Source: an optimization exercise on an open RTL-to-GDS flow (aim: small area, a short achievable clock period and few clock cycles per item). Production flows keep margins and buffers that such runs may drop.
RTL that was checked went through simulation tests only; none was proved equivalent to the original.
No functional check of the RTL was part of run 4.
Power figures rest on the tool's default switching activity, not on a simulated workload.

`flow/standard.sh`:
```
#!/bin/bash
# synth_recipe.tcl (not shown) runs the flow's synth.tcl, then flattens the netlist and writes it again
# the make line also repeats each setting of config.mk as NAME=value (left out here)
make -C /OpenROAD-flow-scripts/flow DESIGN_CONFIG=/design/flow/config.mk WORK_HOME=/design/flow/orfs CLKGATE_MAP_FILE= SYNTH_SCRIPT=/design/flow/synth_recipe.tcl "${@:-finish}"
```
`flow/flow/run.sh`:
```
#!/bin/bash
# Standard layout, with two changes: the port buffers are buf_4 cells instead of delay
# buffers, and timing repair may resize a cell to any drive strength of its function,
# not only to cells of the same footprint.
set -euo pipefail
bash standard.sh "BUFFER_PORTS_ARGS=-buffer_cell sky130_fd_sc_hd__buf_4" MATCH_CELL_FOOTPRINT=0 finish > layout.log 2>&1
```
`flow/config.mk`:
```
export PLATFORM = sky130hd
export DESIGN_NAME = kernel_user_access_record_table_unit
export DESIGN_NICKNAME = kernel_user_access_record_table_unit
export VERILOG_FILES = /design/flow/design.v
export SDC_FILE = /design/flow/constraint.sdc
export NUM_CORES = 4
export LEC_CHECK = 0
export CAP_MARGIN = 20
export CORE_MARGIN = 2
export CORE_UTILIZATION = 60
export CTS_CLUSTER_DIAMETER = 60
export CTS_CLUSTER_SIZE = 20
export SETUP_SLACK_MARGIN = 3.2
export SLEW_MARGIN = 20
```
`flow/design.v`:
```
`default_nettype none
package kuart_pkg;
    localparam int unsigned DEFAULT_TABLE_DEPTH = 16;
    localparam int unsigned MAX_OUT             = 16;
    localparam logic [31:0] USER_LIMIT          = 32'h8000_0000;
    localparam logic [31:0] PAGE_MASK           = 32'hFFFF_F000;
    localparam logic [31:0] EXEMPT_RESET        = 32'h02B4_0020;
    localparam logic [1:0] KIND_FAULT   = 2'd0;
    localparam logic [1:0] KIND_RELEASE = 2'd1;
    localparam logic [1:0] KIND_HOLDER  = 2'd2;
    localparam logic [1:0] KIND_NONE    = 2'd3;
    localparam logic REG_TARGET = 1'b0;
    localparam logic REG_EXEMPT = 1'b1;
    localparam int unsigned S_TDATA_W = 136;
    localparam int unsigned M_TDATA_W = 40;
endpackage
`default_nettype wire
`default_nettype none
module kernel_user_access_record_table_unit #(
    parameter int unsigned TABLE_DEPTH = kuart_pkg::DEFAULT_TABLE_DEPTH
) (
    input  wire logic                   aclk,
    input  wire logic                   aresetn,
    input  wire logic                   s_tvalid,
    output logic                        s_tready,
    input  wire logic [kuart_pkg::S_TDATA_W-1:0] s_tdata,
    input  wire logic [1:0]             s_tuser,
    output logic                        m_tvalid,
    input  wire logic                   m_tready,
    output logic [kuart_pkg::M_TDATA_W-1:0] m_tdata,
    output logic                        m_tlast,
    input  wire logic                   cfg_we,
    input  wire logic                   cfg_index,
    input  wire logic [31:0]            cfg_data
);
    localparam int unsigned N = TABLE_DEPTH;
    logic [31:0] target_reg, exempt_reg;
    logic [N-1:0] valid_reg, pend_reg;
    logic         pend_any;   
    logic [31:0] ent_ctx [N];
    logic [31:0] ent_thr [N];
    logic [30:0] ent_adr [N];
    logic [31:0] ent_pc  [N];
    logic [N-1:0] ent_thr0;
    logic        q_valid;
    logic        q_fault, q_viol, q_rd, q_thr0;
    logic [31:0] q_ctx, q_thr, q_pc;
    logic [30:0] q_adr;
    logic        q_rel, q_hold, q_relhold;
    logic [N-1:0] q_v;    
    localparam int unsigned BW = 37;
    logic [BW-1:0] out_reg, sk_reg;
    logic          sk_valid;
    logic          b_valid;
    logic [5:0]    b_flags;
    logic [N-1:0]  b_sel;
    logic          rdy_reg;    
    function automatic logic [N-1:0] lowest(input logic [N-1:0] v);
        logic seen;
        seen = 1'b0;
        for (int k = 0; k < N; k++) begin
            lowest[k] = v[k] && !seen;
            seen = seen || v[k];
        end
    endfunction
    function automatic logic many(input logic [N-1:0] v);
        logic [N-1:0] any_t, many_t;
        any_t  = v;
        many_t = '0;
        for (int w = 1; w < N; w = w * 2)
            for (int k = 0; k + w < N; k = k + 2 * w) begin
                many_t[k] = many_t[k] || many_t[k + w] || (any_t[k] && any_t[k + w]);
                any_t[k]  = any_t[k] || any_t[k + w];
            end
        many = many_t[0];
    endfunction
    logic [31:0] i_ctx, i_thr, i_adr, i_pc;
    logic i_user, i_prot, i_wr, i_ac, i_ptew, i_pass;
    logic i_fault, i_rel, i_hold, i_rd, i_relok, i_lowpg;
    logic [1:0] i_rpl;
    assign i_ctx  = s_tdata[31:0];
    assign i_thr  = s_tdata[63:32];
    assign i_adr  = s_tdata[95:64];
    assign i_pc   = s_tdata[127:96];
    assign i_user = s_tdata[128];
    assign i_prot = s_tdata[129];
    assign i_wr   = s_tdata[130];
    assign i_rpl  = s_tdata[132:131];
    assign i_ac   = s_tdata[133];
    assign i_ptew = s_tdata[134];
    assign i_pass = (i_ctx == target_reg) && !i_adr[31] && i_prot &&
                    !(i_wr && !i_ptew) && !i_user && (i_rpl != 2'd3) && !i_ac;
    assign i_fault = (s_tuser == kuart_pkg::KIND_FAULT);
    assign i_rel   = (s_tuser == kuart_pkg::KIND_RELEASE);
    assign i_hold  = (s_tuser == kuart_pkg::KIND_HOLDER);
    assign i_rd    = i_pass && !i_wr;
    assign i_relok = (i_ctx != exempt_reg);
    assign i_lowpg = !i_adr[31];
    logic [N-1:0] free_v, free_1h;
    assign free_v  = ~valid_reg & ~pend_reg;
    assign free_1h = lowest(free_v);
    logic f_dbl, f_rel, f_hold;
    always_comb begin
        logic pg_eq, adr_eq, pc_eq, ctx_eq, thr_eq;
        pg_eq  = (q_adr[30:12] == i_adr[30:12]);
        adr_eq = pg_eq && (q_adr[11:0] == i_adr[11:0]);
        pc_eq  = (q_pc == i_pc);
        ctx_eq = (q_ctx == i_ctx);
        thr_eq = (q_thr == i_thr);
        f_dbl  = adr_eq && !pc_eq;
        f_rel  = (ctx_eq && thr_eq) || q_thr0;
        f_hold = thr_eq && pg_eq;
    end
    logic [N-1:0] c_dbl, c_rel, c_hold;
    for (genvar i = 0; i < N; i++) begin : g_cmp
        logic adr_eq, pg_eq, pc_eq, ctx_eq, thr_eq;
        assign pg_eq  = (ent_adr[i][30:12] == i_adr[30:12]);
        assign adr_eq = pg_eq && (ent_adr[i][11:0] == i_adr[11:0]);
        assign pc_eq  = (ent_pc[i] == i_pc);
        assign ctx_eq = (ent_ctx[i] == i_ctx);
        assign thr_eq = (ent_thr[i] == i_thr);
        assign c_dbl[i]  = free_1h[i] ? f_dbl  : (adr_eq && !pc_eq);
        assign c_rel[i]  = free_1h[i] ? f_rel  : ((ctx_eq && thr_eq) || ent_thr0[i]);
        assign c_hold[i] = free_1h[i] ? f_hold : (thr_eq && pg_eq);
    end
    logic [N-1:0] hit_v, hit_1h, pend_1h, sel_1h;
    logic hit_any, hit_many, pend_many, rest_any;
    logic dbl_any, free_any, rec;
    logic go, emit_p, beat_en, out_free, take, b_free, b_adv;
    assign hit_v     = q_v & valid_reg;
    assign hit_1h    = lowest(hit_v);
    assign hit_any   = |hit_v;
    assign hit_many  = many(hit_v);
    assign pend_1h   = lowest(pend_reg);
    assign pend_many = many(pend_reg);
    assign dbl_any   = q_fault && hit_any;
    assign free_any  = |free_v;
    assign rec       = q_fault && q_rd && !hit_any && free_any;
    assign out_free = !m_tvalid || m_tready;
    assign b_free   = !b_valid || !sk_valid;
    assign b_adv    = b_valid && !sk_valid;
    assign go       = q_valid && !pend_any && b_free;
    assign emit_p   = pend_any && b_free;
    assign beat_en  = go || emit_p;
    assign s_tready = rdy_reg;    
    assign take     = s_tvalid && s_tready;
    logic q_valid_n, pend_any_n, sk_valid_n, b_valid_n;
    always_comb begin
        q_valid_n = q_valid;
        if (take)    q_valid_n = (s_tuser != kuart_pkg::KIND_NONE);
        else if (go) q_valid_n = 1'b0;
        pend_any_n = beat_en ? rest_any : pend_any;
        sk_valid_n = sk_valid;
        if (b_adv)         sk_valid_n = !out_free;
        else if (out_free) sk_valid_n = 1'b0;
        b_valid_n = beat_en || (b_valid && !b_adv);
    end
    assign sel_1h   = pend_any ? pend_1h : (q_relhold ? hit_1h : '0);
    assign rest_any = pend_any ? pend_many : (q_rel && hit_many);
    logic [5:0] flags;
    assign flags = {pend_any || (q_relhold && hit_any),  
                   !pend_any && q_hold && hit_any,    
                   !pend_any && rec,                  
                   !pend_any && dbl_any,              
                   !pend_any && q_fault && q_viol,    
                   !rest_any};                        
    logic [30:0] b_adr;
    always_comb begin
        b_adr = '0;
        for (int i = 0; i < N; i++)
            if (b_sel[i]) b_adr = b_adr | ent_adr[i];
    end
    logic [BW-1:0] beat;
    assign beat = {b_adr, b_flags};
    assign m_tdata = {3'd0, 1'b0, out_reg[BW-1:1]};
    assign m_tlast = out_reg[0];
    always_ff @(posedge aclk) begin
        if (!aresetn) begin
            target_reg <= 32'd0;
            exempt_reg <= kuart_pkg::EXEMPT_RESET;
            valid_reg  <= '0;
            pend_reg   <= '0;
            pend_any   <= 1'b0;
            q_valid    <= 1'b0;
            sk_valid   <= 1'b0;
            b_valid    <= 1'b0;
            rdy_reg    <= 1'b1;
            m_tvalid   <= 1'b0;
        end else begin
            if (cfg_we) begin
                if (cfg_index == kuart_pkg::REG_TARGET) target_reg <= cfg_data;
                else                                    exempt_reg <= cfg_data;
            end
            q_valid  <= q_valid_n;
            sk_valid <= sk_valid_n;
            b_valid  <= b_valid_n;
            rdy_reg  <= !q_valid_n || (!pend_any_n && (!b_valid_n || !sk_valid_n));
            if (go) valid_reg <= (valid_reg | (rec ? free_1h : '0)) &
                                 ~(q_rel ? hit_v : '0) & ~(q_hold ? hit_1h : '0);
            if (beat_en) pend_reg <= pend_any ? (pend_reg & ~pend_1h) :
                                     (q_rel ? (hit_v & ~hit_1h) : '0);
            pend_any <= pend_any_n;
            if (b_adv)         m_tvalid <= 1'b1;
            else if (out_free) m_tvalid <= sk_valid;
        end
    end
    always_ff @(posedge aclk) begin
        if (beat_en) begin
            b_flags <= flags;
            b_sel   <= sel_1h;
        end
        if (out_free && (b_adv || sk_valid)) out_reg <= sk_valid ? sk_reg : beat;
        if (b_adv && !out_free) sk_reg <= beat;
    end
    always_ff @(posedge aclk) begin
        if (take) begin
            q_fault <= i_fault;
            q_viol  <= i_pass;
            q_rd    <= i_rd;
            q_thr0  <= (i_thr == 32'd0);
            q_ctx   <= i_ctx;
            q_thr   <= i_thr;
            q_adr   <= i_adr[30:0];
            q_pc    <= i_pc;
            q_rel   <= i_rel;
            q_hold  <= i_hold;
            q_relhold <= i_rel || i_hold;
            q_v     <= (i_fault && i_rd)    ? c_dbl  :
                       (i_rel && i_relok)   ? c_rel  :
                       (i_hold && i_lowpg)  ? c_hold : '0;
        end
    end
    always_ff @(posedge aclk) begin
        for (int i = 0; i < N; i++) begin
            if (free_1h[i] && !(b_valid && sk_valid && b_sel[i])) begin
                ent_ctx[i]  <= q_ctx;
                ent_thr[i]  <= q_thr;
                ent_adr[i]  <= q_adr;
                ent_pc[i]   <= q_pc;
                ent_thr0[i] <= q_thr0;
            end
        end
    end
endmodule
`default_nettype wire
```
`flow/constraint.sdc`:
```
create_clock -name core_clock -period 6.0 [get_ports {aclk}]
set_input_delay 1.2000 -clock core_clock [delete_from_list [all_inputs] [get_ports {aclk}]]
set_output_delay 1.2000 -clock core_clock [all_outputs]
set_load 0.01 [all_outputs]
```
==> results of run 1 <==
-- area by class of cell --
cell class	instances	area (um^2)
diodes	8	20.0
clock buffers	190	4460
clock inverters	92	1120
fillers	11779	55400
inverters	14	60.1
multi-input cells	4000	32000
flip-flops and latches	2395	70900
well taps	2310	2890
repair buffers	492	4480
-- where the power goes --
| part | internal, mW | switching [mW] |
|---|---|---|
| registers | 18.4 | 0.140 |
| logic | 0.758 | 1.59 |
| clock network | 6.08 | 6.00 |
-- through the flow --
step	power (mW)	instances	utilization [%]	setup slack (ns)	area, um^2
2_1_floorplan	20.2	6777	-	2.07	104000
3_3_place_gp	21.2	9135	63.3	1.42	108000
3_5_place_dp	21.2	9136	63.3	1.42	108000
4_1_cts	33.0	9456	67.1	3.12	115000
5_1_grt	33.7	9499	67.7	3.01	116000
6_report	33.0	9501	67.7	3.03	116000
-- critical path: stages --
cell	delay (ns)
buf_4	0.22
xnor2_1	0.53
nand4_1	0.30
nor4_1	0.45
nand3_1	0.41
o22ai_1	0.27
a21oi_1	0.11
a21oi_1	0.15
-- cell usage after synthesis, types with 8 or more instances --
cell type | instances | share of area [%]
a211oi_1 | 8 | 0.058
inv_1 | 14 | 0.051
dfxtp_1 | 101 | 2.0
a22o_1 | 127 | 1.1
nand3_1 | 56 | 0.27
nand4_1 | 478 | 2.9
a41oi_1 | 15 | 0.13
and2_1 | 11 | 0.067
xor2_1 | 660 | 5.6
a221oi_1 | 125 | 1.1
o31ai_1 | 9 | 0.065
nor2_1 | 62 | 0.23
o21a_1 | 10 | 0.073
buf_1 | 68 | 0.25
edfxtp_1 | 2294 | 67
nor3_1 | 42 | 0.20
o211ai_1 | 11 | 0.080
mux2_2 | 37 | 0.40
a21oi_1 | 44 | 0.21
a21boi_0 | 81 | 0.59
xnor2_1 | 1563 | 13
buf_2 | 81 | 0.39
nand2_1 | 223 | 0.81
a22oi_1 | 9 | 0.065
clkbuf_1 | 212 | 0.77
o22ai_1 | 20 | 0.12
o21ai_0 | 36 | 0.17
nor4_1 | 259 | 1.6
-- timing repair --
item,CTS,global route
pin swaps,14,16
gates cloned,7,6
setup endpoints to repair,1268,990
gates resized for setup,137,122
endpoints found under the hold margin,0,0
setup buffers,31,31
-- worst min path at each step --
stage	depth (start not counted)	slack, ns	to	from
detailed placement	0	0.44	sk_reg[5]$_DFFE_PP_	b_flags[5]$_DFFE_PN_
finish	0	0.46	sk_reg[5]$_DFFE_PP_	b_flags[5]$_DFFE_PN_
global placement	0	0.43	sk_reg[0]$_DFFE_PP_	b_flags[0]$_DFFE_PN_
CTS	0	0.46	sk_reg[5]$_DFFE_PP_	b_flags[5]$_DFFE_PN_
global route	0	0.47	sk_reg[5]$_DFFE_PP_	b_flags[5]$_DFFE_PN_
floorplan	0	0.42	sk_reg[0]$_DFFE_PP_	b_flags[0]$_DFFE_PN_
-- layout by cell type (no fill, tap or decap), types with 50 or more instances in the layout --
master / n
a221oi_1: 125
nand2_1: 217
buf_4: 392
a22o_1: 127
dfxtp_1: 92
xnor2_1: 1554
clkbuf_16: 186
edfxtp_1: 2294
a21boi_0: 80
nor2_1: 55
nand4_1: 478
nand3_1: 50
xor2_1: 660
nor4_1: 195
-- layer usage --
layer  part of all wire, %  vias to the layer above  routed length (um)  track usage, %
met5                0.0097                        -                  33               0
met4                   4.6                        6               15700            15.4
met3                    11                      715               38000            6.89
met2                    46                     4077              157000            59.7
met1                    38                    32403              129000            53.7
li1                      -                    25843                   -               -
-- kinds of logic after synthesis --
group | Yosys count
AND/OR/NAND/NOR | 1180
XOR/XNOR | 2223
adder cells (fa/ha/maj) | 7
other | 1
flip-flops | 2395
buffers and inverters | 382
AO/OA/AOI/OAI | 544
multiplexers | 42
==> impl_metrics.env, run 1 <==
export IMPL_via_per_inst=6.64
export IMPL_start_util_pct=60.3
export IMPL_grt_first_pass_wirelength_um=463000
export IMPL_firstDrtPassIters=6
export IMPL_status="no timing/DRC/antenna violations"
export IMPL_vias=63044
export IMPL_synth_edf_count=2294
export IMPL_netlist_instances=6774
export IMPL_rr_endpoint="ent_adr[8][21]$_DFFE_PP_"
export IMPL_antenna_found_initial=15
export IMPL_rows=152
export IMPL_critPathArrivalTime_ns=3.67
export IMPL_wirelength_um=340000
export IMPL_yosys_warnings=5
export IMPL_clk_pin_slew_ns=0.08
export IMPL_drive_above_1_share_pct=13.2
export IMPL_die_w_um=419
export IMPL_endpoint="q_v[11]$_DFFE_PP_"
export IMPL_crit_fanout=18
export IMPL_area_growth_pct=12.2
export IMPL_grt_max_degree=129
export IMPL_startpoint_type="input pin"
export IMPL_synth_seq_area_share_pct=68.6
export IMPL_ys_types=76
export IMPL_port_buffers=213
export IMPL_synth_seq_cells=2395
export IMPL_cts_tree="built"
export IMPL_crit_start="s_tdata[85]"
export IMPL_synthSimpleGateAreaFrac_pct=6.40
export IMPL_end_kind="flip-flop"
export IMPL_reg2reg_from="pend_reg[2]$_SDFFE_PN0N_"
export IMPL_num_io_pins=219
export IMPL_worst_ep_required_time_ns=6.69
export IMPL_p_leak_nw=35.9
export IMPL_synth_xor_area_share_pct=18.8
export IMPL_drtIter0Drc=10443
export IMPL_dieArea_mm2=0.176
export IMPL_wire_per_inst_um=35.8
export IMPL_max_freq_ghz=0.337
export IMPL_rsz0062_at_grt="yes"
export IMPL_maxSlewViolCount=0
export IMPL_track_usage_pct=38.3
export IMPL_whs_ns=0.455
export IMPL_synth_ff_type="edfxtp_1"
export IMPL_crit_type="in2reg"
export IMPL_routabilityCongestion=0.944
export IMPL_ant_nets=0
export IMPL_cts_max_path_buffers=3
export IMPL_synthesis_area_mm2=0.103
export IMPL_overflow=0
export IMPL_finClkSkew_ns=0.0331
export IMPL_hold_buffers=0
export IMPL_first_global_vias=59609
export IMPL_reg_top3="ent_ctx (512), ent_pc (512), ent_thr (512)"
export IMPL_relSlewSlack_pct=23.3
export IMPL_tightest_slew_ns=1.14
export IMPL_synthAdderAreaFrac_pct=0.0775
export IMPL_synth_top_family_by_area="XOR/XNOR gates"
export IMPL_numCtsBuffers=167
export IMPL_setup_tns_ns=0
export IMPL_peakVddDrop_uv=333
export IMPL_finalCritPeriodShare_pct=49.5
export IMPL_async_flop_share_pct=0
export IMPL_finalWorstPathRequiredPeriod_ns=2.97
export IMPL_root_buffer="clkbuf_16"
export IMPL_p_per_area_mw_per_mm2=285
export IMPL_drcViolationCount=0
export IMPL_drv_cap=0
export IMPL_die_y_um=419
export IMPL_min_path_type="reg2reg"
export IMPL_avgSynthCellArea_um2=15.3
export IMPL_dp_final_hpwl_um=197000
export IMPL_coreArea_mm2=0.171
export IMPL_finalNetCount=7250
export IMPL_setup_viol=0
export IMPL_htreeDepth=4
export IMPL_reg2reg_slack_ns=3.16
export IMPL_cts_sinks=2395
export IMPL_clkLatencyLatePin_ns=0.86
export IMPL_hold_violations=0
export IMPL_r2r_cells=9
export IMPL_synthMuxAreaShare_pct=0.451
export IMPL_synth_compound_area_share_pct=4.13
Testbench counts, summed over its fixed seeds: cycles 5,231, items 4,800.
==> inputs of run 2 (changes only) <==
--- a/flow/config.mk
+++ b/flow/config.mk
@@ -9,6 +9,4 @@
 export CORE_MARGIN = 2
 export CORE_UTILIZATION = 60
-export CTS_CLUSTER_DIAMETER = 60
-export CTS_CLUSTER_SIZE = 20
 export SETUP_SLACK_MARGIN = 3.2
 export SLEW_MARGIN = 20
==> run 2 against run 1 <==
Against the previous run: still clean on timing, DRC and antenna; critical path depth increased by 1; clock-buffer cell count grew 93; worst hold slack worse by 0.0046 ns; area after synthesis is the same; cell area rose by 1.7%; via count grew 0.57%; flip-flop and latch count unchanged; setup slack better by 0.089 ns; power increased by 8.7%; clock skew up 0.00081 ns; global-route usage grew 0.25 points; critical path type unchanged; largest cell class unchanged; highest routed layer unchanged.
==> impl_metrics.env, run 2 <==
export IMPL_crit_fanout=18
export IMPL_die_w_um=419
export IMPL_async_flop_share_pct=0
export IMPL_avgSynthCellArea_um2=15.3
export IMPL_firstDrtPassIters=5
export IMPL_end_kind="flip-flop"
export IMPL_ant_nets=0
export IMPL_grt_max_degree=129
export IMPL_coreArea_mm2=0.171
export IMPL_grt_first_pass_wirelength_um=467000
export IMPL_final_cell_mix="2294 x edfxtp_1, 1556 x xnor2_1, 660 x xor2_1, 478 x nand4_1, 400 x buf_4"
export IMPL_status="no timing/DRC/antenna violations"
export IMPL_tightest_slew_ns=1.10
export IMPL_synthesis_area_mm2=0.103
export IMPL_drive_above_1_share_pct=13.8
export IMPL_drcViolationCount=0
export IMPL_layout_commonest_cell="edfxtp_1"
export IMPL_met1Wirelength_um=128000
export IMPL_setup_tns_ns=0
export IMPL_area_growth_pct=14.1
export IMPL_rsz0062_at_grt="yes"
export IMPL_clkLatencyLatePin_ns=0.91
export IMPL_via_per_inst=6.56
export IMPL_fin_area_mm2=0.118
export IMPL_ys_types=76
export IMPL_netlist_instances=6774
export IMPL_track_usage_pct=38.5
export IMPL_finalCritPeriodShare_pct=48.0
export IMPL_antenna_found_initial=14
export IMPL_synth_area_top_cells="edfxtp_1 67%, xnor2_1 13%, xor2_1 5.6%"
export IMPL_numCtsBuffers=237
export IMPL_crit_type="in2reg"
export IMPL_hold_violations=0
export IMPL_synth_edf_count=2294
export IMPL_root_buffer="clkbuf_16"
export IMPL_reg_top3="ent_ctx (512), ent_pc (512), ent_thr (512)"
export IMPL_cts_max_path_buffers=3
export IMPL_reg2reg_slack_ns=3.18
export IMPL_cts_sinks=2395
export IMPL_top_layer_used="met5"
export IMPL_ys_top_cells_by_count="2294 x edfxtp_1, 1563 x xnor2_1, 660 x xor2_1"
export IMPL_finalNetCount=7313
export IMPL_synth_most_common_cell="edfxtp_1"
export IMPL_die_y_um=419
export IMPL_synth_top_cell_area_share_pct=66.6
export IMPL_start_util_pct=60.3
export IMPL_met3_length_um=40600
export IMPL_p_leak_nw=36.9
export IMPL_yosys_warnings=5
export IMPL_dieArea_mm2=0.176
export IMPL_clk_pin_slew_ns=0.06
export IMPL_worst_ep_required_time_ns=6.73
export IMPL_first_global_vias=60314
export IMPL_vias=63402
export IMPL_htreeDepth=4
export IMPL_dr_wl_met2_um=158000
export IMPL_dp_final_hpwl_um=197000
export IMPL_routabilityCongestion=0.944
export IMPL_setup_viol=0
export IMPL_peakVddDrop_uv=333
export IMPL_finalWorstPathRequiredPeriod_ns=2.88
export IMPL_min_path_type="reg2reg"
export IMPL_maxSlewViolCount=0
export IMPL_synth_seq_area_share_pct=68.6
export IMPL_setup_ws_ns=3.12
export IMPL_finClkSkew_ns=0.0339
export IMPL_yosysTopAreaCell="edfxtp_1"
export IMPL_post_place_ws_ns=1.42
export IMPL_drv_cap=0
export IMPL_wirelength_um=341000
export IMPL_critPathArrivalTime_ns=3.61
export IMPL_startpoint_type="input pin"
export IMPL_cts_tree="built"
export IMPL_post_dp_cell_area_mm2=0.108
export IMPL_wire_per_inst_um=35.3
export IMPL_total_power_mw=35.9
export IMPL_rows=152
export IMPL_p_per_area_mw_per_mm2=304
export IMPL_max_freq_ghz=0.347
export IMPL_drtIter0Drc=10061
export IMPL_synth_seq_cells=2395
export IMPL_port_buffers=213
export IMPL_num_io_pins=219
export IMPL_synth_ff_type="edfxtp_1"
export IMPL_overflow=0
export IMPL_hold_buffers=0
export IMPL_relSlewSlack_pct=27.0
run 2: layout make-up:
type	instances	area (um^2)
antenna	7	17.5
tap	2310	2890
clock buffer	283	6150
inverter	14	56.3
clock inverter	166	1640
sequential	2395	70900
fill	11584	53400
multi-input combinational	4000	31800
timing repair buffer	485	4400
run 2: worst max-delay path, stage by stage:
cell and delay, ns:
buf_4 0.21, xnor2_1 0.35, nand4_1 0.32, nor4_2 0.49
nand4_1 0.13, buf_4 0.19, a211oi_2 0.41, a21oi_1 0.13
o211ai_1 0.18
run 2: routing by layer:
layer	global-route usage, %	vias to the layer above
met5	0	-
met4	15.0	4
met3	7.44	756
met2	60.2	4286
met1	53.8	32264
li1	-	26092
run 2: timing repair:
| item | CTS | global route |
|---|---|---|
| setup buffers | 34 | 20 |
| endpoints found under the setup margin | 1278 | 1047 |
| pin swaps | 13 | 9 |
| gates resized for setup | 127 | 75 |
| gates cloned | 6 | 8 |
run 2: final timing paths:
path,startpoint,endpoint,cells after the start
hold / removal,b_flags[5]$_DFFE_PN_,sk_reg[5]$_DFFE_PP_,0
setup reg to reg,valid_reg[0]$_SDFFE_PN0P_,ent_pc[14][9]$_DFFE_PP_,8
setup / recovery,s_tdata[92],q_v[14]$_DFFE_PP_,9
hold reg to reg,b_flags[5]$_DFFE_PN_,sk_reg[5]$_DFFE_PP_,0
run 2: kinds of logic (layout without fill, tap and decap cells):
kind of cell    count (synthesis)  in the layout  synth area share (%)
mux                            42             42                 0.451
buf+inv                       382            948                  1.52
fa+ha+maj                       7              7                0.0775
compound gates                544            544                  4.13
flops                        2395           2395                  68.6
other cells                     1             11               0.00363
xor+xnor                     2223           2223                  18.8
simple gates                 1180           1180                  6.40
run 2: power breakdown:
group	internal [mW]	total (mW)	switching (mW)	leakage (nW)
Sequential	18.5	18.6	0.140	21.7
Clock	8.44	14.9	6.49	3.83
Combinational	0.749	2.34	1.59	11.4
run 2: through the flow:
step	utilization [%]	instances	hold WS [ns]
detailed placement	63.3	9136	0.437
finish	68.8	9660	0.451
global route	68.8	9659	0.465
global placement	63.3	9135	0.432
CTS	68.4	9625	0.451
floorplan	-	6777	0.422
==> inputs of run 3 (changes only) <==
--- a/flow/config.mk
+++ b/flow/config.mk
@@ -8,5 +8,5 @@
 export CAP_MARGIN = 20
 export CORE_MARGIN = 2
-export CORE_UTILIZATION = 60
+export CORE_UTILIZATION = 70
 export SETUP_SLACK_MARGIN = 3.2
 export SLEW_MARGIN = 20
==> run 3 against run 2 <==
Against the previous run: sequential share of layout area up 0.45 points; largest cell class unchanged; still clean; critical path depth down 2; wire length is 2.8% lower; global-route usage grew 4.9 points; utilization increased by 11 points.
==> impl_metrics.env, run 3 <==
export IMPL_final_cell_mix="2294 x edfxtp_1, 1552 x xnor2_1, 660 x xor2_1, 478 x nand4_1, 397 x buf_4"
export IMPL_hold_buffers=0
export IMPL_synthAdderAreaFrac_pct=0.0775
export IMPL_synth_edf_count=2294
export IMPL_p_leak_nw=36.7
export IMPL_yosysTopAreaCell="edfxtp_1"
export IMPL_crit_fanout=18
export IMPL_max_freq_ghz=0.333
export IMPL_overflow=0
export IMPL_die_y_um=388
export IMPL_finalCritPeriodShare_pct=50.0
export IMPL_cts_tree="built"
export IMPL_ys_top_cells_by_count="2294 x edfxtp_1, 1563 x xnor2_1, 660 x xor2_1"
export IMPL_synthSimpleGateAreaFrac_pct=6.40
export IMPL_synth_compound_area_share_pct=4.13
export IMPL_area_growth_pct=13.2
export IMPL_wirelength_um=332000
export IMPL_peakVddDrop_uv=287
export IMPL_vias=64720
export IMPL_top_layer_used="met5"
export IMPL_die_w_um=388
export IMPL_placed_cells=8753
export IMPL_worst_ep_required_time_ns=6.72
export IMPL_drcViolationCount=0
export IMPL_layout_commonest_cell="edfxtp_1"
export IMPL_finalWorstPathRequiredPeriod_ns=3.00
export IMPL_first_global_vias=62066
export IMPL_synthesis_area_mm2=0.103
export IMPL_num_io_pins=219
export IMPL_cts_max_path_buffers=3
export IMPL_p_per_area_mw_per_mm2=300
export IMPL_track_usage_pct=43.5
export IMPL_fin_cells=9250
export IMPL_setup_ws_ns=3.00
export IMPL_antenna_found_initial=14
export IMPL_crit_type="in2reg"
export IMPL_clkLatencyLatePin_ns=0.88
export IMPL_met3_length_um=48100
export IMPL_met1Wirelength_um=113000
export IMPL_netlist_instances=6774
export IMPL_startpoint_type="input pin"
export IMPL_drtIter0Drc=10651
export IMPL_synth_top_family_by_area="XOR/XNOR gates"
export IMPL_cts_sinks=2395
export IMPL_critPathArrivalTime_ns=3.72
export IMPL_crit_slowest_cell="nor4_2"
export IMPL_drive_above_1_share_pct=13.4
export IMPL_finalNetCount=7305
export IMPL_path_cells="buf_4, xnor2_1, nand4_1, nor4_2, nand3_1, o221a_2, a21oi_1"
export IMPL_status="no timing/DRC/antenna violations"
export IMPL_grt_max_degree=105
export IMPL_htreeDepth=4
export IMPL_synthMuxAreaShare_pct=0.451
export IMPL_grt_first_pass_wirelength_um=457000
export IMPL_fillers=7999
export IMPL_tightest_slew_ns=1.13
export IMPL_yosys_warnings=5
export IMPL_relSlewSlack_pct=23.5
export IMPL_rows=141
export IMPL_drv_cap=0
export IMPL_reg_top3="ent_ctx (512), ent_pc (512), ent_thr (512)"
export IMPL_post_place_ws_ns=1.50
export IMPL_coreArea_mm2=0.147
export IMPL_finClkSkew_ns=0.0420
export IMPL_avgSynthCellArea_um2=15.3
export IMPL_numCtsBuffers=229
export IMPL_clk_pin_slew_ns=0.06
export IMPL_setup_viol=0
export IMPL_dr_wl_met2_um=151000
export IMPL_synth_seq_cells=2395
export IMPL_ys_types=76
export IMPL_dieArea_mm2=0.151
export IMPL_min_path_type="reg2reg"
export IMPL_synth_area_top_cells="edfxtp_1 67%, xnor2_1 13%, xor2_1 5.6%"
export IMPL_end_kind="flip-flop"
export IMPL_port_buffers=213
export IMPL_async_flop_share_pct=0
export IMPL_synth_ff_type="edfxtp_1"
export IMPL_rsz0062_at_grt="yes"
export IMPL_wire_per_inst_um=35.9
export IMPL_synth_most_common_cell="edfxtp_1"
export IMPL_via_per_inst=7.00
export IMPL_setup_tns_ns=0
export IMPL_firstDrtPassIters=6
export IMPL_start_util_pct=70.3
export IMPL_dp_final_hpwl_um=195000
export IMPL_hold_violations=0
export IMPL_max_stage_delay_ns=0.59
export IMPL_synth_top_cell_area_share_pct=66.6
export IMPL_synth_xor_area_share_pct=18.8
export IMPL_root_buffer="clkbuf_16"
export IMPL_routabilityCongestion=0.978
export IMPL_maxSlewViolCount=0
export IMPL_synth_seq_area_share_pct=68.6
export IMPL_ant_nets=0
[run 3: cell count changes in the layout (fill, tap and decap cells not counted), sizes merged]
| cell | previous run | this run |
|---|---|---|
| clkbuf | 297 | 306 |
| diode | 7 | 6 |
| clkinv | 129 | 92 |
| clkdlybuf4s15 | 0 | 1 |
| inv | 18 | 17 |
| bufinv | 26 | 18 |
| buf | 471 | 478 |
[run 3: timing repair]
action | in CTS | in global routing
resized for setup | 125 | 126
cloned | 2 | 5
pin swaps | 15 | 17
buffers inserted | 40 | 24
setup endpoints to repair | 1396 | 733
[run 3: power breakdown]
part           internal [mW]  leakage [nW]  switching, mW
Clock                   7.97          3.54           6.19
Sequential              18.5          21.7          0.151
Combinational          0.768          11.5           1.60
Total                   27.2          36.7           7.95
[run 3: final cells by class]
class | count | area [um^2] | area share, %
timing repair buffer | 485 | 4330 | 3.70
inverter | 14 | 56.3 | 0.0481
clock inverter | 120 | 1090 | 0.929
sequential | 2395 | 70900 | 60.6
clock buffer | 300 | 6170 | 5.27
multi-input combinational | 4000 | 32100 | 27.4
tap | 1930 | 2410 | 2.06
antenna | 6 | 15.0 | 0.0128
[run 3: worst paths after layout]
path / cells past startpoint / startpoint / end / slack, ns
setup reg to reg: 6 / ent_adr[10][22]$_DFFE_PP_ / q_v[10]$_DFFE_PP_ / 3.12
hold / removal: 0 / b_flags[4]$_DFFE_PN_ / sk_reg[4]$_DFFE_PP_ / 0.45
setup / recovery: 7 / s_tdata[78] / q_v[10]$_DFFE_PP_ / 3.00
hold reg to reg: 0 / b_flags[4]$_DFFE_PN_ / sk_reg[4]$_DFFE_PP_ / 0.45
[run 3: critical path: cells and delay by family]
kind	cells	cell delay [ns]
AO/OA/AOI/OAI	2	0.50
buffers and inverters	1	0.21
XOR/XNOR	1	0.48
AND/OR/NAND/NOR	3	1.31
[run 3: stage by stage]
step	hold slack, ns	total power, mW	area (um^2)	utilization (%)
2_1_floorplan	0.422	20.2	104000	-
3_3_place_gp	0.430	21.1	108000	73.3
3_5_place_dp	0.436	21.2	108000	73.3
4_1_cts	0.450	35.0	116000	78.9
5_1_grt	0.462	35.8	117000	79.6
6_report	0.446	35.1	117000	79.6
[run 3: per-layer routing]
layer  up-vias  GRT usage, %
met2      5506          66.2
met1     32084          58.9
met3      1086          10.9
met4        16          22.0
met5         -             0
li1      26028             -
[run 3: logic make-up (layout without fill, tap and decap cells)]
kind of cell	count (synthesis)	count (layout)
flip-flops	2395	2395
XOR/XNOR	2223	2223
AND/OR/NAND/NOR	1180	1180
AO/OA/AOI/OAI	544	544
buffers and inverters	382	919
multiplexers	42	42
adder cells (fa/ha/maj)	7	7
other	1	10
==> inputs of run 4 (changes only) <==
--- a/flow/design.v
+++ b/flow/design.v
@@ -102,11 +102,10 @@
     logic f_dbl, f_rel, f_hold;
     always_comb begin
-        logic pg_eq, adr_eq, pc_eq, ctx_eq, thr_eq;
+        logic pg_eq, adr_eq, ctx_eq, thr_eq;
         pg_eq  = (q_adr[30:12] == i_adr[30:12]);
         adr_eq = pg_eq && (q_adr[11:0] == i_adr[11:0]);
-        pc_eq  = (q_pc == i_pc);
         ctx_eq = (q_ctx == i_ctx);
         thr_eq = (q_thr == i_thr);
-        f_dbl  = adr_eq && !pc_eq;
+        f_dbl  = adr_eq;
         f_rel  = (ctx_eq && thr_eq) || q_thr0;
         f_hold = thr_eq && pg_eq;
@@ -114,11 +113,10 @@
     logic [N-1:0] c_dbl, c_rel, c_hold;
     for (genvar i = 0; i < N; i++) begin : g_cmp
-        logic adr_eq, pg_eq, pc_eq, ctx_eq, thr_eq;
+        logic adr_eq, pg_eq, ctx_eq, thr_eq;
         assign pg_eq  = (ent_adr[i][30:12] == i_adr[30:12]);
         assign adr_eq = pg_eq && (ent_adr[i][11:0] == i_adr[11:0]);
-        assign pc_eq  = (ent_pc[i] == i_pc);
         assign ctx_eq = (ent_ctx[i] == i_ctx);
         assign thr_eq = (ent_thr[i] == i_thr);
-        assign c_dbl[i]  = free_1h[i] ? f_dbl  : (adr_eq && !pc_eq);
+        assign c_dbl[i]  = free_1h[i] ? f_dbl  : adr_eq;
         assign c_rel[i]  = free_1h[i] ? f_rel  : ((ctx_eq && thr_eq) || ent_thr0[i]);
         assign c_hold[i] = free_1h[i] ? f_hold : (thr_eq && pg_eq);
@@ -134,7 +132,13 @@
     assign pend_1h   = lowest(pend_reg);
     assign pend_many = many(pend_reg);
-    assign dbl_any   = q_fault && hit_any;
+    logic [31:0] hit_pc;
+    always_comb begin
+        hit_pc = '0;
+        for (int i = 0; i < N; i++)
+            if (hit_v[i]) hit_pc = hit_pc | ent_pc[i];
+    end
+    assign dbl_any   = q_fault && hit_any && (hit_pc != q_pc);
     assign free_any  = |free_v;
-    assign rec       = q_fault && q_rd && !hit_any && free_any;
+    assign rec       = q_fault && q_rd && !dbl_any && free_any;
     assign out_free = !m_tvalid || m_tready;
     assign b_free   = !b_valid || !sk_valid;
--- a/flow/config.mk
+++ b/flow/config.mk
@@ -8,5 +8,5 @@
 export CAP_MARGIN = 20
 export CORE_MARGIN = 2
-export CORE_UTILIZATION = 70
+export CORE_UTILIZATION = 60
 export SETUP_SLACK_MARGIN = 3.2
 export SLEW_MARGIN = 20
==> run 4 against run 3 <==
Against the previous run: clock skew increased by 0.0012 ns; non-clock buffer count increased by 378; clock power about the same; sequential power hardly changed; via count increased by 6.6%; utilization is 6.9 points lower; still clean on timing, DRC and antenna; sequential share of layout area fell by 2.7 points; clock-buffer cell count is 4 higher.
==> impl_metrics.env, run 4 <==
export IMPL_peakVddDrop_uv=336
export IMPL_post_place_ws_ns=1.20
export IMPL_cts_max_path_buffers=3
export IMPL_critPathArrivalTime_ns=4.00
export IMPL_critPathBufInv=4
export IMPL_crit_start="q_v[8]$_DFFE_PP_"
export IMPL_final_cell_mix="2294 x edfxtp_1, 1058 x xor2_1, 636 x xnor2_1, 550 x nand3_1, 471 x buf_4"
export IMPL_wirelength_um=381000
export IMPL_synth_top_cell_area_share_pct=67.8
export IMPL_overflow=0
export IMPL_synthSimpleGateAreaFrac_pct=9.09
export IMPL_regArea_mm2=0.0710
export IMPL_tightest_slew_ns=1.16
export IMPL_setup_ws_ns=2.77
export IMPL_clkLatencyLatePin_ns=0.91
export IMPL_fillers=10816
export IMPL_synth_compound_area_share_pct=3.98
export IMPL_crit_type="reg2reg"
export IMPL_finClkSkew_ns=0.0432
export IMPL_port_buffers=213
export IMPL_rsz0062_at_grt="yes"
export IMPL_avgSynthCellArea_um2=14.9
export IMPL_r2r_cells=12
export IMPL_num_io_pins=219
export IMPL_multi_input_area_mm2=0.0307
export IMPL_wire_per_inst_um=38.5
export IMPL_synth_seq_cells=2395
export IMPL_yosys_warnings=5
export IMPL_dieArea_mm2=0.173
export IMPL_firstDrtPassIters=8
export IMPL_synthAdderAreaFrac_pct=0.0591
export IMPL_synthMuxAreaShare_pct=0.579
export IMPL_reg_top3="ent_ctx (512), ent_pc (512), ent_thr (512)"
export IMPL_synth_ff_type="edfxtp_1"
export IMPL_drtIter0Drc=12736
export IMPL_vias=68999
export IMPL_min_path_cells=0
export IMPL_area_growth_pct=20.7
export IMPL_startpoint_type="flip-flop"
export IMPL_die_w_um=416
export IMPL_max_freq_ghz=0.310
export IMPL_worst_ep_required_time_ns=6.77
export IMPL_dp_final_hpwl_um=196000
export IMPL_endpoint="valid_reg[9]$_SDFFE_PN0P_"
export IMPL_via_per_inst=6.96
export IMPL_rows=151
export IMPL_min_path_type="reg2reg"
export IMPL_ys_types=82
export IMPL_netlist_instances=6810
export IMPL_first_global_vias=62917
export IMPL_end_kind="flip-flop"
export IMPL_yosysTopAreaCell="edfxtp_1"
export IMPL_htreeDepth=4
export IMPL_layout_commonest_cell="edfxtp_1"
export IMPL_die_y_um=416
export IMPL_p_leak_nw=40.7
export IMPL_max_stage_delay_ns=0.51
export IMPL_finalWorstPathRequiredPeriod_ns=3.23
export IMPL_p_per_area_mw_per_mm2=289
export IMPL_synth_most_common_cell="edfxtp_1"
export IMPL_routabilityCongestion=0.963
export IMPL_clk_pin_slew_ns=0.06
export IMPL_status="no timing/DRC/antenna violations"
export IMPL_ys_top_cells_by_count="2294 x edfxtp_1, 1066 x xor2_1, 645 x xnor2_1"
export IMPL_drv_cap=0
export IMPL_synth_area_top_cells="edfxtp_1 68%, xor2_1 9.2%, xnor2_1 5.6%"
export IMPL_async_flop_share_pct=0
export IMPL_root_buffer="clkbuf_16"
export IMPL_relSlewSlack_pct=22.0
export IMPL_rr_endpoint="valid_reg[9]$_SDFFE_PN0P_"
export IMPL_synth_edf_count=2294
export IMPL_cts_sinks=2395
export IMPL_synth_xor_area_share_pct=14.7
export IMPL_setup_tns_ns=0
export IMPL_antenna_found_initial=16
export IMPL_maxSlewViolCount=0
export IMPL_hold_buffers=0
export IMPL_grt_max_degree=90
export IMPL_drcViolationCount=0
export IMPL_reg2reg_slack_ns=2.77
export IMPL_crit_cells=12
export IMPL_track_usage_pct=41.6
export IMPL_finalNetCount=7666
export IMPL_total_power_mw=35.5
export IMPL_grt_first_pass_wirelength_um=497000
export IMPL_finalCritPeriodShare_pct=53.8
export IMPL_numCtsBuffers=237
export IMPL_ant_nets=0
export IMPL_synth_seq_area_share_pct=69.8
export IMPL_postLayoutCoreUtil_pct=72.7
export IMPL_setup_viol=0
export IMPL_start_util_pct=60.2
export IMPL_synth_top_family_by_area="XOR/XNOR gates"
export IMPL_critPathTopFamily="simple AND/OR/NAND/NOR gates"
export IMPL_hold_violations=0
export IMPL_crit_fanout=6
export IMPL_synthesis_area_mm2=0.102
export IMPL_crit_slowest_cell="nor4_2"
export IMPL_reg2reg_from="q_v[8]$_DFFE_PP_"
export IMPL_coreArea_mm2=0.169
export IMPL_cts_tree="built"
export IMPL_path_cells="buf_12, buf_6, nand3_1, nand4_1, nor4_2, xnor2_1, nor4_2, nand4_1, buf_6, o22a_4, buf_4, o41ai_2"
export IMPL_drive_above_1_share_pct=19.3
[run 4: layout make-up]
cell class                 count  share of cell area (%)
tap                         2218                    2.26
inverter                      14                  0.0490
clock buffer                 304                    5.13
clock inverter               141                   0.934
antenna                        7                  0.0143
timing repair buffer         863                    8.71
timing repair inverter         1                 0.00408
multi-input combinational   3974                    25.0
sequential                  2395                    57.9
[run 4: worst reg2reg max path, stage by stage (launching register included)]
cell,delay (ns)
edfxtp_1,0.49
buf_12,0.22
buf_6,0.17
nand3_1,0.11
nand4_1,0.13
nor4_2,0.29
xnor2_1,0.14
nor4_2,0.51
nand4_1,0.19
buf_6,0.19
o22a_4,0.26
buf_4,0.16
o41ai_2,0.22
[run 4: metal layers]
layer	vias up	wire, um	global-route usage, %
li1	27329	-	-
met1	34591	137000	58.8
met2	5980	165000	61.4
met3	1089	57000	10.5
met4	10	22200	18.4
met5	-	102	0
[run 4: report_power, final]
part / switching, mW / internal, mW
logic: 1.57 / 0.794
clock network: 6.43 / 8.06
registers: 0.178 / 18.5
total: 8.17 / 27.3
[run 4: cell families (layout without fill, tap and decap cells)]
family / Yosys count / count (layout)
flip-flops: 2395 / 2395
XOR/XNOR: 1711 / 1711
AND/OR/NAND/NOR: 1686 / 1686
AO/OA/AOI/OAI: 513 / 514
buffers and inverters: 445 / 1323
multiplexers: 54 / 54
adder cells (fa/ha/maj): 5 / 5
other: 1 / 11
[run 4: worst min-delay path by stage]
stage                           endpoint                 start  slack [ns]
2_1_floorplan        sk_reg[0]$_DFFE_PP_  b_flags[0]$_DFFE_PN_        0.42
6_report             sk_reg[1]$_DFFE_PP_  b_flags[1]$_DFFE_PN_        0.45
3_5_place_dp     ent_ctx[2][8]$_DFFE_PP_    q_ctx[8]$_DFFE_PP_        0.44
5_1_grt               q_pc[28]$_DFFE_PP_          s_tdata[124]        0.45
3_3_place_gp   ent_ctx[11][16]$_DFFE_PP_   q_ctx[16]$_DFFE_PP_        0.43
4_1_cts               q_pc[17]$_DFFE_PP_          s_tdata[113]        0.44
[run 4: per-stage QoR]
stage | std cells | instance area (um^2) | hold WS [ns]
finish | 9917 | 123000 | 0.454
detailed placement | 9028 | 106000 | 0.437
global route | 9910 | 123000 | 0.452
CTS | 9656 | 118000 | 0.441
global placement | 9027 | 106000 | 0.429
floorplan | 6813 | 102000 | 0.422
[run 4: what timing repair did]
item | 4_1_cts | 5_1_grt
pin swaps | 93 | 131
buffers inserted | 144 | 185
resized for setup | 444 | 340
setup endpoints to repair | 1888 | 1087
gates cloned | 39 | 69
==> inputs of run 5 (changes only) <==
--- a/flow/design.v
+++ b/flow/design.v
@@ -102,10 +102,11 @@
     logic f_dbl, f_rel, f_hold;
     always_comb begin
-        logic pg_eq, adr_eq, ctx_eq, thr_eq;
+        logic pg_eq, adr_eq, pc_eq, ctx_eq, thr_eq;
         pg_eq  = (q_adr[30:12] == i_adr[30:12]);
         adr_eq = pg_eq && (q_adr[11:0] == i_adr[11:0]);
+        pc_eq  = (q_pc == i_pc);
         ctx_eq = (q_ctx == i_ctx);
         thr_eq = (q_thr == i_thr);
-        f_dbl  = adr_eq;
+        f_dbl  = adr_eq && !pc_eq;
         f_rel  = (ctx_eq && thr_eq) || q_thr0;
         f_hold = thr_eq && pg_eq;
@@ -113,10 +114,11 @@
     logic [N-1:0] c_dbl, c_rel, c_hold;
     for (genvar i = 0; i < N; i++) begin : g_cmp
-        logic adr_eq, pg_eq, ctx_eq, thr_eq;
+        logic adr_eq, pg_eq, pc_eq, ctx_eq, thr_eq;
         assign pg_eq  = (ent_adr[i][30:12] == i_adr[30:12]);
         assign adr_eq = pg_eq && (ent_adr[i][11:0] == i_adr[11:0]);
+        assign pc_eq  = (ent_pc[i] == i_pc);
         assign ctx_eq = (ent_ctx[i] == i_ctx);
         assign thr_eq = (ent_thr[i] == i_thr);
-        assign c_dbl[i]  = free_1h[i] ? f_dbl  : adr_eq;
+        assign c_dbl[i]  = free_1h[i] ? f_dbl  : (adr_eq && !pc_eq);
         assign c_rel[i]  = free_1h[i] ? f_rel  : ((ctx_eq && thr_eq) || ent_thr0[i]);
         assign c_hold[i] = free_1h[i] ? f_hold : (thr_eq && pg_eq);
@@ -132,13 +134,7 @@
     assign pend_1h   = lowest(pend_reg);
     assign pend_many = many(pend_reg);
-    logic [31:0] hit_pc;
-    always_comb begin
-        hit_pc = '0;
-        for (int i = 0; i < N; i++)
-            if (hit_v[i]) hit_pc = hit_pc | ent_pc[i];
-    end
-    assign dbl_any   = q_fault && hit_any && (hit_pc != q_pc);
+    assign dbl_any   = q_fault && hit_any;
     assign free_any  = |free_v;
-    assign rec       = q_fault && q_rd && !dbl_any && free_any;
+    assign rec       = q_fault && q_rd && !hit_any && free_any;
     assign out_free = !m_tvalid || m_tready;
     assign b_free   = !b_valid || !sk_valid;
==> flow/flow/run.sh (replaced) <==
#!/bin/bash
# Standard layout, with three changes: the port buffers are buf_4 cells instead of delay
# buffers, timing repair may resize a cell to any drive strength of its function, not
# only to cells of the same footprint, and CTS inserts no dummy loads.
set -euo pipefail
bash standard.sh "BUFFER_PORTS_ARGS=-buffer_cell sky130_fd_sc_hd__buf_4" MATCH_CELL_FOOTPRINT=0 \
  "CTS_ARGS=-sink_clustering_enable -repair_clock_nets -dont_use_dummy_load" \
  finish > layout.log 2>&1
--- a/flow/config.mk
+++ b/flow/config.mk
@@ -9,4 +9,4 @@
 export CORE_MARGIN = 2
 export CORE_UTILIZATION = 60
-export SETUP_SLACK_MARGIN = 3.2
+export SETUP_SLACK_MARGIN = 3.4
 export SLEW_MARGIN = 20
==> run 5 against run 4 <==
Against the previous run: fmax grew 12%; worst hold slack lost 0.0029 ns; cell area shrank 2.8%; clock skew grew 0.027 ns; die area grew 1.7%; flip-flop and latch count is the same; area after synthesis grew 1.8%; synthesized cell count shrank 0.53%; setup slack gained 0.33 ns.
==> impl_metrics.env, run 5 <==
export IMPL_synth_xor_area_share_pct=18.8
export IMPL_yosysTopAreaCell="edfxtp_1"
export IMPL_setup_viol=0
export IMPL_total_power_mw=33.7
export IMPL_finalCritPeriodShare_pct=48.3
export IMPL_regArea_mm2=0.0710
export IMPL_r2r_cells=6
export IMPL_synth_seq_area_share_pct=68.6
export IMPL_end_kind="flip-flop"
export IMPL_layout_commonest_cell="edfxtp_1"
export IMPL_ys_top_cells_by_count="2294 x edfxtp_1, 1563 x xnor2_1, 660 x xor2_1"
export IMPL_die_y_um=419
export IMPL_critPathArrivalTime_ns=3.58
export IMPL_grt_max_degree=101
export IMPL_finalWorstPathRequiredPeriod_ns=2.90
export IMPL_root_buffer="clkbuf_16"
export IMPL_met3_usage_pct=7.50
export IMPL_crit_type="in2reg"
export IMPL_port_buffers=213
export IMPL_max_freq_ghz=0.345
export IMPL_dieArea_mm2=0.176
export IMPL_start_util_pct=60.3
export IMPL_firstDrtPassIters=5
export IMPL_synth_ff_type="edfxtp_1"
export IMPL_first_global_vias=60028
export IMPL_worst_ep_required_time_ns=6.68
export IMPL_coreArea_mm2=0.171
export IMPL_wirelength_um=346000
export IMPL_num_io_pins=219
export IMPL_crit_slowest_cell="nor4_1"
export IMPL_drtIter0Drc=10223
export IMPL_fillers=11446
export IMPL_synthAdderAreaFrac_pct=0.0775
export IMPL_clockPowerShare_pct=37.4
export IMPL_drcViolationCount=0
export IMPL_synth_area_top_cells="edfxtp_1 67%, xnor2_1 13%, xor2_1 5.6%"
export IMPL_peakVddDrop_uv=308
export IMPL_p_per_area_mw_per_mm2=283
export IMPL_ys_types=76
export IMPL_overflow=0
export IMPL_synthSimpleGateAreaFrac_pct=6.40
export IMPL_synth_most_common_cell="edfxtp_1"
export IMPL_avgSynthCellArea_um2=15.3
export IMPL_drv_cap=0
export IMPL_via_per_inst=6.67
export IMPL_antenna_found_initial=15
export IMPL_htreeDepth=4
export IMPL_dp_final_hpwl_um=197000
export IMPL_min_path_type="reg2reg"
export IMPL_relSlewSlack_pct=27.4
export IMPL_pwr_share_seq_pct=55.2
export IMPL_wire_per_inst_um=36.2
export IMPL_path_cells="buf_4, xor2_1, nor4_1, nand3_1, o32a_1, nand2_1, a21boi_0"
export IMPL_gr_usage_met2_pct=61.0
export IMPL_holdCritStartpoint="b_flags[0]$_DFFE_PN_"
export IMPL_rr_endpoint="q_v[3]$_DFFE_PP_"
export IMPL_grt_first_pass_wirelength_um=469000
export IMPL_netlist_instances=6774
export IMPL_synth_top_family_by_area="XOR/XNOR gates"
export IMPL_synthMuxAreaShare_pct=0.451
export IMPL_maxSlewViolCount=0
export IMPL_drive_above_1_share_pct=15.7
export IMPL_swShare_pct=22.3
export IMPL_reg2reg_from="ent_adr[3][10]$_DFFE_PP_"
export IMPL_synth_top_cell_area_share_pct=66.6
export IMPL_p_int_mw=26.2
export IMPL_synth_seq_cells=2395
export IMPL_tightest_slew_ns=1.09
export IMPL_max_stage_delay_ns=0.69
export IMPL_yosys_warnings=5
export IMPL_rows=152
export IMPL_area_growth_pct=15.3
export IMPL_use_met1_pct=54.0
export IMPL_cts_sinks=2395
export IMPL_min_path_cells=0
export IMPL_min_to="sk_reg[0]$_DFFE_PP_"
export IMPL_synthesis_area_mm2=0.103
export IMPL_pwr_share_comb_pct=7.5
export IMPL_numCtsBuffers=237
export IMPL_synth_compound_area_share_pct=4.13
export IMPL_finClkSkew_ns=0.0701
export IMPL_reg2reg_slack_ns=3.31
export IMPL_crit_fanout=18
export IMPL_rsz0062_at_grt="yes"
export IMPL_vias=63932
export IMPL_track_usage_pct=38.8
export IMPL_clkLatencyLatePin_ns=0.90
export IMPL_synth_edf_count=2294
export IMPL_cts_tree="built"
export IMPL_p_leak_nw=37.4
export IMPL_crit_start="s_tdata[74]"
export IMPL_startpoint_type="input pin"
export IMPL_status="no timing/DRC/antenna violations"
export IMPL_switchingPower_mw=7.51
export IMPL_hold_buffers=0
export IMPL_hold_violations=0
export IMPL_clk_pin_slew_ns=0.06
export IMPL_multi_input_area_mm2=0.0328
export IMPL_ant_nets=0
export IMPL_cts_max_path_buffers=3
export IMPL_async_flop_share_pct=0
export IMPL_finalNetCount=7448
export IMPL_die_w_um=419
export IMPL_routabilityCongestion=0.944
export IMPL_reg_top3="ent_ctx (512), ent_pc (512), ent_thr (512)"
export IMPL_busiest_layer="met2"
export IMPL_setup_tns_ns=0
export IMPL_final_cell_mix="2294 x edfxtp_1, 1541 x xnor2_1, 651 x xor2_1, 478 x nand4_1, 387 x buf_4"
[run 5: cell count changes after synthesis, sizes merged, moves of 12 or more]
cell / delta
xnor2: +918
nand3: -504
xor2: -406
nor4: -102
nand4: +88
clkbuf: -77
nand2: +22
a21boi: +14
buf: +14
a41oi: +12
[run 5: metal layers]
| metal | vias to the layer above | share of wire [%] | routed length, um |
|---|---|---|---|
| li1 | 26133 | - | - |
| met1 | 32580 | 37 | 130000 |
| met2 | 4428 | 46 | 161000 |
| met3 | 779 | 12 | 40300 |
| met4 | 12 | 4.6 | 15900 |
| met5 | - | 0.023 | 80 |
[run 5: through the flow]
stage	utilization, %	instances	setup WS, ns	hold slack (ns)	area (um^2)
after floorplan	-	6777	2.07	0.422	104000
after global placement	63.3	9135	1.42	0.432	108000
after detailed placement	63.3	9136	1.42	0.437	108000
after CTS	68.0	9451	3.15	0.451	117000
after global routing	69.6	9579	3.21	0.465	119000
final	69.6	9581	3.10	0.451	119000
[run 5: worst max-delay path by stage]
stage | cells after the start | endpoint | slack (ns)
floorplan | 6 | ent_adr[11][0]$_DFFE_PP_ | 2.07
global placement | 8 | q_v[5]$_DFFE_PP_ | 1.42
detailed placement | 8 | q_v[11]$_DFFE_PP_ | 1.42
CTS | 8 | q_v[3]$_DFFE_PP_ | 3.15
global route | 9 | q_v[3]$_DFFE_PP_ | 3.21
finish | 7 | q_v[3]$_DFFE_PP_ | 3.10
[run 5: layout make-up]
class	count	area share, %
diodes	5	0.0105
clock buffers	237	4.98
inverters	14	0.0504
multi-input cells	4000	27.5
flip-flops and latches	2395	59.5
well taps	2310	2.42
repair buffers	620	5.46
[run 5: worst max-delay path: cells and delay by family]
kind            cells  cell delay (ns)
buf+inv             1             0.30
simple gates        3             1.18
compound gates      2             0.64
xor+xnor            1             0.23
[run 5: cells by family (layout without fill, tap and decap cells)]
logic type,Yosys count,count (layout)
buffers and inverters,382,871
AND/OR/NAND/NOR,1180,1180
AO/OA/AOI/OAI,544,544
flip-flops,2395,2395
XOR/XNOR,2223,2223
other,1,9
multiplexers,42,42
adder cells (fa/ha/maj),7,7
[run 5: what timing repair did]
item / CTS / global route
pin swaps: 33 / 59
gates cloned: 13 / 13
setup buffers: 65 / 112
resized for setup: 301 / 310
setup endpoints to repair: 1784 / 1225
[run 5: power groups by stage]
stage / clock [mW] / combinational (mW) / sequential [mW]
final: 12.6 / 2.52 / 18.6
after global routing: 13.2 / 2.60 / 18.6
after CTS: 12.7 / 2.32 / 18.6
after detailed placement: 0 / 2.22 / 19.0
after global placement: 0 / 2.20 / 19.0
after floorplan: 0 / 1.22 / 19.0
Testbench counts of run 5, summed over its fixed seeds: cycles 5,231, items 4,800.
==> inputs of run 6 (changes only) <==
--- a/flow/config.mk
+++ b/flow/config.mk
@@ -9,4 +9,4 @@
 export CORE_MARGIN = 2
 export CORE_UTILIZATION = 60
-export SETUP_SLACK_MARGIN = 3.4
+export SETUP_SLACK_MARGIN = 3.2
 export SLEW_MARGIN = 20
==> run 6 against run 5 <==
Against the previous run: synthesized cell count did not move; utilization fell by 1.8 points; wire length fell by 1.7%; largest power group unchanged; setup slack improved by 0.0051 ns; cell count fell by 1.3%; global-route usage fell by 0.46 points; area after synthesis did not move; critical endpoint is now q_v[2]$_DFFE_PP_; clock power barely moved.
==> impl_metrics.env, run 6 <==
export IMPL_status="no timing/DRC/antenna violations"
export IMPL_antenna_found_initial=18
export IMPL_coreArea_mm2=0.171
export IMPL_avgSynthCellArea_um2=15.3
export IMPL_cts_tree="built"
export IMPL_overflow=0
export IMPL_drv_cap=0
export IMPL_ys_types=76
export IMPL_p_leak_nw=36.0
export IMPL_synth_ff_type="edfxtp_1"
export IMPL_post_dp_cell_area_mm2=0.108
export IMPL_fin_area_mm2=0.116
export IMPL_synth_edf_count=2294
export IMPL_fin_cells=9453
export IMPL_dieArea_mm2=0.176
export IMPL_path_cells="buf_4, xnor2_1, nand4_1, nor4_4, nand2_1, a211oi_1, nor3_1, nor2_1"
export IMPL_p_int_mw=26.1
export IMPL_firstDrtPassIters=7
export IMPL_numCtsBuffers=237
export IMPL_async_flop_share_pct=0
export IMPL_finalNetCount=7316
export IMPL_min_path_type="reg2reg"
export IMPL_rows=152
export IMPL_final_cell_mix="2294 x edfxtp_1, 1555 x xnor2_1, 660 x xor2_1, 478 x nand4_1, 393 x buf_4"
export IMPL_maxSlewViolCount=0
export IMPL_end_kind="flip-flop"
export IMPL_die_w_um=419
export IMPL_synth_seq_area_share_pct=68.6
export IMPL_grt_max_degree=129
export IMPL_layout_commonest_cell="edfxtp_1"
export IMPL_area_growth_pct=12.4
export IMPL_startpoint_type="input pin"
export IMPL_synth_most_common_cell="edfxtp_1"
export IMPL_ys_top_cells_by_count="2294 x edfxtp_1, 1563 x xnor2_1, 660 x xor2_1"
export IMPL_drcViolationCount=0
export IMPL_max_stage_delay_ns=0.72
export IMPL_pwr_share_seq_pct=55.5
export IMPL_grt_first_pass_wirelength_um=464000
export IMPL_synth_top_cell_area_share_pct=66.6
export IMPL_cts_max_path_buffers=3
export IMPL_switchingPower_mw=7.46
export IMPL_critPathTopFamily="simple AND/OR/NAND/NOR gates"
export IMPL_setup_viol=0
export IMPL_worst_ep_required_time_ns=6.71
export IMPL_netlist_instances=6774
export IMPL_cts_sinks=2395
export IMPL_hold_violations=0
export IMPL_r2r_cells=8
export IMPL_tightest_slew_ns=1.11
export IMPL_p_per_area_mw_per_mm2=289
export IMPL_start_util_pct=60.3
export IMPL_wirelength_um=340000
export IMPL_setup_tns_ns=0
export IMPL_fillers=11716
export IMPL_whs_ns=0.452
export IMPL_drtIter0Drc=9889
export IMPL_routabilityCongestion=0.944
export IMPL_drive_above_1_share_pct=12.7
export IMPL_clockPowerShare_pct=37.5
export IMPL_max_freq_ghz=0.346
export IMPL_reg2reg_slack_ns=3.20
export IMPL_reg_top3="ent_ctx (512), ent_pc (512), ent_thr (512)"
export IMPL_min_path_cells=0
export IMPL_ant_nets=0
export IMPL_relSlewSlack_pct=26.2
export IMPL_critPathArrivalTime_ns=3.60
export IMPL_crit_cells=8
export IMPL_swShare_pct=22.3
export IMPL_clkLatencyLatePin_ns=0.90
export IMPL_finalWorstPathRequiredPeriod_ns=2.89
export IMPL_yosys_warnings=5
export IMPL_critPathBufInv=1
export IMPL_peakVddDrop_uv=307
export IMPL_placed_cells=9136
export IMPL_finalCritPeriodShare_pct=48.2
export IMPL_vias=63112
export IMPL_first_global_vias=59837
export IMPL_via_per_inst=6.68
export IMPL_yosysTopAreaCell="edfxtp_1"
export IMPL_die_y_um=419
export IMPL_crit_type="in2reg"
export IMPL_synth_seq_cells=2395
export IMPL_num_io_pins=219
export IMPL_crit_slowest_cell="nor4_4"
export IMPL_hold_buffers=0
export IMPL_finClkSkew_ns=0.0739
export IMPL_wire_per_inst_um=36.0
export IMPL_root_buffer="clkbuf_16"
export IMPL_pwr_share_comb_pct=7.0
export IMPL_port_buffers=213
export IMPL_track_usage_pct=38.4
export IMPL_clk_pin_slew_ns=0.06
export IMPL_synthesis_area_mm2=0.103
export IMPL_rsz0062_at_grt="yes"
export IMPL_crit_fanout=18
export IMPL_htreeDepth=4
export IMPL_synth_area_top_cells="edfxtp_1 67%, xnor2_1 13%, xor2_1 5.6%"
export IMPL_dp_final_hpwl_um=197000
[run 6: cell types whose count changed in the layout (fill, tap and decap cells not counted), moves of 10 or more]
| cell | before | now |
|---|---|---|
| buf_12 | 49 | 20 |
| buf_6 | 125 | 51 |
| buf_8 | 25 | 3 |
| clkbuf_16 | 258 | 248 |
| dfxtp_1 | 81 | 93 |
| nor4_1 | 169 | 200 |
| nor4_2 | 58 | 40 |
| nor4_4 | 33 | 20 |
| xnor2_1 | 1541 | 1555 |
[run 6: timing repair]
item / 4_1_cts / 5_1_grt
pin swaps: 14 / 12
setup buffers: 33 / 25
resized for setup: 131 / 96
gates cloned: 5 / 8
endpoints found under the setup margin: 1256 / 1119
[run 6: area by class of cell]
type                    count  area, um^2  area share [%]
flip-flops and latches   2395       70900            61.0
inverters                  14        60.1          0.0517
diodes                      9        22.5          0.0194
multi-input cells        4000       31900            27.5
repair buffers            488        4450            3.83
well taps                2310        2890            2.49
clock buffers             237        5930            5.10
[run 6: metrics by stage]
| stage | setup WS (ns) | power (mW) | utilization, % |
|---|---|---|---|
| 6_report | 3.11 | 33.5 | 67.8 |
| 5_1_grt | 3.16 | 34.3 | 67.8 |
| 4_1_cts | 3.14 | 33.5 | 67.3 |
| 3_5_place_dp | 1.42 | 21.2 | 63.3 |
| 3_3_place_gp | 1.42 | 21.2 | 63.3 |
| 2_1_floorplan | 2.07 | 20.2 | - |
[run 6: power by group through the flow]
stage	registers, mW	clock network [mW]	logic (mW)
floorplan	19.0	0	1.22
global placement	19.0	0	2.20
detailed placement	19.0	0	2.22
CTS	18.6	12.7	2.28
global route	18.6	13.2	2.42
finish	18.6	12.6	2.35
[run 6: kinds of logic (layout without fill, tap and decap cells)]
logic type / count (synthesis) / in the layout / share of synthesized area, %
DFF: 2395 / 2395 / 68.6
xor gates and xnor gates: 2223 / 2223 / 18.8
and+or+nand+nor: 1180 / 1180 / 6.40
AOI/OAI and AO/OA: 544 / 544 / 4.13
buffers and inverters: 382 / 739 / 1.52
muxes: 42 / 42 / 0.451
adders and majority gates: 7 / 7 / 0.0775
other: 1 / 13 / 0.00363
[run 6: final timing paths]
path,startpoint,to
setup / recovery,s_tdata[93],q_v[2]$_DFFE_PP_
hold / removal,b_flags[5]$_DFFE_PN_,sk_reg[5]$_DFFE_PP_
setup reg to reg,valid_reg[0]$_SDFFE_PN0P_,ent_adr[15][4]$_DFFE_PP_
hold reg to reg,b_flags[5]$_DFFE_PN_,sk_reg[5]$_DFFE_PP_
[run 6: layer usage]
metal	routed length (um)	vias to the layer above	track usage (%)
li1	-	25883	-
met1	128000	32205	53.5
met2	157000	4240	60.0
met3	39800	774	7.34
met4	16000	10	15.1
met5	73	-	0

-- separate check: timing with driven ports --
In the flow no input, the clock included, has a driving cell. The finished layouts below were timed again as built, in two steps.
Step 1, drivers: a clkbuf_16 drives aclk and a buf_2 each remaining input, both assumed.
Step 2 times the ports against the registers' clock, not the clock port: input delays grow and output delays shrink by t, the midpoint of the rising clock arrivals with the driver on.
a / b / c = ideal / step 1 / step 2; a / b = the first two.
run | t, ns | setup WS [ns] | worst setup path after step 2 | worst data-port slew with drivers (ns)
run 1 | 0.934 | 3.028 / 3.038 / 2.104 | input to register | 0.21
run 2 | 0.980 | 3.117 / 3.134 / 2.154 | input to register | 0.18
run 3 | 0.947 | 2.998 / 3.051 / 2.104 | input to register | 0.15
run 4 | 0.989 | 2.771 / 2.771 / 2.065 | input to register | 0.15
run 5 | 0.957 | 3.104 / 3.129 / 2.173 | input to register | 0.29
run 6 | 0.953 | 3.109 / 3.140 / 2.187 | input to register | 0.18
After both steps every run listed still meets setup and hold. For run 2, which loses most, drivers alone change the setup slack by +0.017 ns; drivers and shift together by -0.963 ns.
